This design comes from an exercise in tuning for small area on the open sky130 flow, not from production work. Power figures rest on the tool's default switching activity, not on a simulated workload.

== run A ==
## video_ctrl
module video_ctrl (
    input  logic        clk,
    input  logic        reset_n,
    input  vid_pkg::cmd_t        cmd_in,
    input  logic [31:0] addr_data_in,
    output logic        req,
    output logic [31:0] req_addr,
    output logic        hsync,
    output logic        vsync,
    output logic        hblank,
    output logic        vblank,
    output logic [7:0]  red,
    output logic [7:0]  green,
    output logic [7:0]  blue,
    output logic        underrun
);
    logic               en;
    logic [vid_pkg::div_w-1:0]   pix_div;
    logic [vid_pkg::count_w-1:0] h_size;
    logic [vid_pkg::count_w-1:0] h_end;
    logic [vid_pkg::count_w-1:0] hs_start;
    logic [vid_pkg::count_w-1:0] hs_end;
    logic [vid_pkg::count_w-1:0] v_size;
    logic [vid_pkg::count_w-1:0] v_end;
    logic [vid_pkg::count_w-1:0] vs_start;
    logic [vid_pkg::count_w-1:0] vs_end;
    logic [31:0]        base_addr;
    logic [31:0]        line_inc;
    logic               rd_valid;
    vid_pkg::pixel_t             rd_pixel;
    vid_pkg::pixel_t             head;
    logic               empty;
    logic               above_thresh;
    logic               underflow;
    logic               pix_tick;
    logic               visible;
    logic               hsync_i;
    logic               vsync_i;
    logic               hblank_i;
    logic               vblank_i;
    logic               pop;
    logic               show;
    bus_decode bus_decode_inst (
        .clk          (clk),
        .reset_n      (reset_n),
        .cmd_in       (cmd_in),
        .addr_data_in (addr_data_in),
        .en           (en),
        .pix_div      (pix_div),
        .h_size       (h_size),
        .h_end        (h_end),
  ...
Size in the first run: about 2,200 cells after synthesis, roughly 640 flip-flops, about 99 I/O pins, roughly 0.026 mm² of cells after synthesis.
export LEC_CHECK = 0
export CAP_MARGIN = 0
export CORE_MARGIN = 2
export CORE_UTILIZATION = 60
export SLEW_MARGIN = 0
create_clock -name core_clock -period 5.0 [get_ports {clk}]
standard.sh (not shown) runs the stock make flow with config.mk's settings and CLKGATE_MAP_FILE= SYNTH_SCRIPT=/design/flow/synth_recipe.tcl, a recipe that flattens the netlist after the stock synthesis.
==> flow/flow/run.sh <==
#!/bin/bash
# Standard ORFS layout with three changes: an area-oriented ABC mapping script,
# the smallest buffer on the I/O ports, and a clock tree with larger sink
# clusters and no dummy loads.
set -euo pipefail
S=$PWD/scripts_mod
rm -rf "$S"
cp -r "$FLOW_HOME/scripts" "$S"
cp flow/abc.script "$S/abc_speed.script"
bash standard.sh SCRIPTS_DIR="$S" \
  "BUFFER_PORTS_ARGS=-buffer_cell sky130_fd_sc_hd__buf_1" \
  "CTS_ARGS=-sink_clustering_enable -repair_clock_nets -dont_use_dummy_load -buf_list sky130_fd_sc_hd__clkbuf_8 -sink_clustering_size 20 -sink_clustering_max_diameter 50" \
  finish > standard.log 2>&1
==> flow/flow/abc.script <==
strash
ifraig
scorr
dc2
strash
dch -f
map -D 4500
topo
upsize -c
dnsize -c
Run A was carried through to the last stage, and its layout satisfied the timing, design-rule and antenna checks.
## Diff of input files: run B against run A
diff --git a/flow/flow/run.sh b/flow/flow/run.sh
--- a/flow/flow/run.sh
+++ b/flow/flow/run.sh
@@ -11,3 +11,3 @@
   "BUFFER_PORTS_ARGS=-buffer_cell sky130_fd_sc_hd__buf_1" \
-  "CTS_ARGS=-sink_clustering_enable -repair_clock_nets -dont_use_dummy_load -buf_list sky130_fd_sc_hd__clkbuf_8 -sink_clustering_size 20 -sink_clustering_max_diameter 50" \
+  "CTS_ARGS=-sink_clustering_enable -repair_clock_nets -dont_use_dummy_load -buf_list {sky130_fd_sc_hd__clkbuf_8 sky130_fd_sc_hd__clkbuf_16} -sink_clustering_size 20 -sink_clustering_max_diameter 50" \
   finish > standard.log 2>&1
==> flow/flow/abc.script <==
strash
ifraig
scorr
dc2
strash
dch -f
map -D 4500
topo
buffer -c
upsize -c
dnsize -c
==> run notes <==
On die boundary width, run B and run A are basically level.
Changes observed in run B relative to run A: utilization after layout rose 1.0 points; HPWL after detailed placement decreased by about 0.8% relative to the old numbers.
Weighted congestion reported at the end of routability-driven placement, run B and run A: larger value in run B
Static leakage (higher): run B
A highest metal layer with signal wires of met4 is what run B shows, while met5 belongs to run A.
Critical path depth went down by more than 10% going from run A to run B.
Global-route usage over all layers is lower on run B
As far as area after synthesis is concerned, run A and run B perform about the same.
What run C does differently from run B at the input level:
diff --git a/flow/flow/run.sh b/flow/flow/run.sh
--- a/flow/flow/run.sh
+++ b/flow/flow/run.sh
@@ -11,3 +11,3 @@
   "BUFFER_PORTS_ARGS=-buffer_cell sky130_fd_sc_hd__buf_1" \
-  "CTS_ARGS=-sink_clustering_enable -repair_clock_nets -dont_use_dummy_load -buf_list {sky130_fd_sc_hd__clkbuf_8 sky130_fd_sc_hd__clkbuf_16} -sink_clustering_size 20 -sink_clustering_max_diameter 50" \
+  "CTS_ARGS=-sink_clustering_enable -repair_clock_nets -dont_use_dummy_load -buf_list sky130_fd_sc_hd__clkbuf_8 -sink_clustering_size 16 -sink_clustering_max_diameter 40" \
   finish > standard.log 2>&1
[summary]
- Est. power | run C vs run B | run C lower
- When run C is set beside run B, its proportion of layout cells with a drive suffix above 1 turns out to be 1.2 points larger.
- From run B to run C the numbers moved as follows: TritonCTS buffer count shows an increase of 33, actual transition at the worst max-transition pin now sits lower.
diff inputs: run C => run D
- PLACE_DENSITY newly set to 0.85
diff --git a/flow/flow/run.sh b/flow/flow/run.sh
--- a/flow/flow/run.sh
+++ b/flow/flow/run.sh
@@ -11,3 +11,3 @@
   "BUFFER_PORTS_ARGS=-buffer_cell sky130_fd_sc_hd__buf_1" \
-  "CTS_ARGS=-sink_clustering_enable -repair_clock_nets -dont_use_dummy_load -buf_list sky130_fd_sc_hd__clkbuf_8 -sink_clustering_size 16 -sink_clustering_max_diameter 40" \
+  "CTS_ARGS=-sink_clustering_enable -repair_clock_nets -dont_use_dummy_load -buf_list sky130_fd_sc_hd__clkbuf_8 -sink_clustering_size 20 -sink_clustering_max_diameter 40" \
   finish > standard.log 2>&1
[summary]
The top layer used by detailed routing comes out met4 in one run and met5 in the other, namely in run C and run D respectively.
Looking at areal power density over the cells across run C and run D, the one that comes out higher is run C.
Relative to run C, the worst hold slack of run D is lower by 0.052 ns.
Against run C as the reference, run D delivers a lower net switching power.
No run of this note included a check of the RTL's function; only the layout flow was run.

-- separate check: timing with driven ports --
How much do the figures lean on ideal ports? The routed layouts below were timed once more, with nothing changed but the port constraints.
Step 1 sets driving cells, clkbuf_16 on the clock port and buf_2 on the other inputs (assumed; they add their load-dependent delay and slew).
Step 2, shift: input delay + t, output delay - t, t = (earliest + latest rising clock arrival at the registers) / 2. This alone moves slack from input paths to output paths.
Slacks: no drivers / after step 1 / after step 2; pairs: no drivers / after step 1.
run | t (ns) | slack for setup (ns) | worst slew at a driven data input, ns | pins driven straight from the clock port
run A | 0.725 | 0.498 / 0.498 / 0.498 | 0.07 | 1
run B | 0.656 | 0.452 / 0.452 / 0.452 | 0.04 | 1
run C | 0.709 | 0.531 / 0.531 / 0.531 | 0.04 | 1
run D | 0.695 | 0.360 / 0.360 / 0.360 | 0.08 | 1
After both steps every run listed still meets setup and hold.
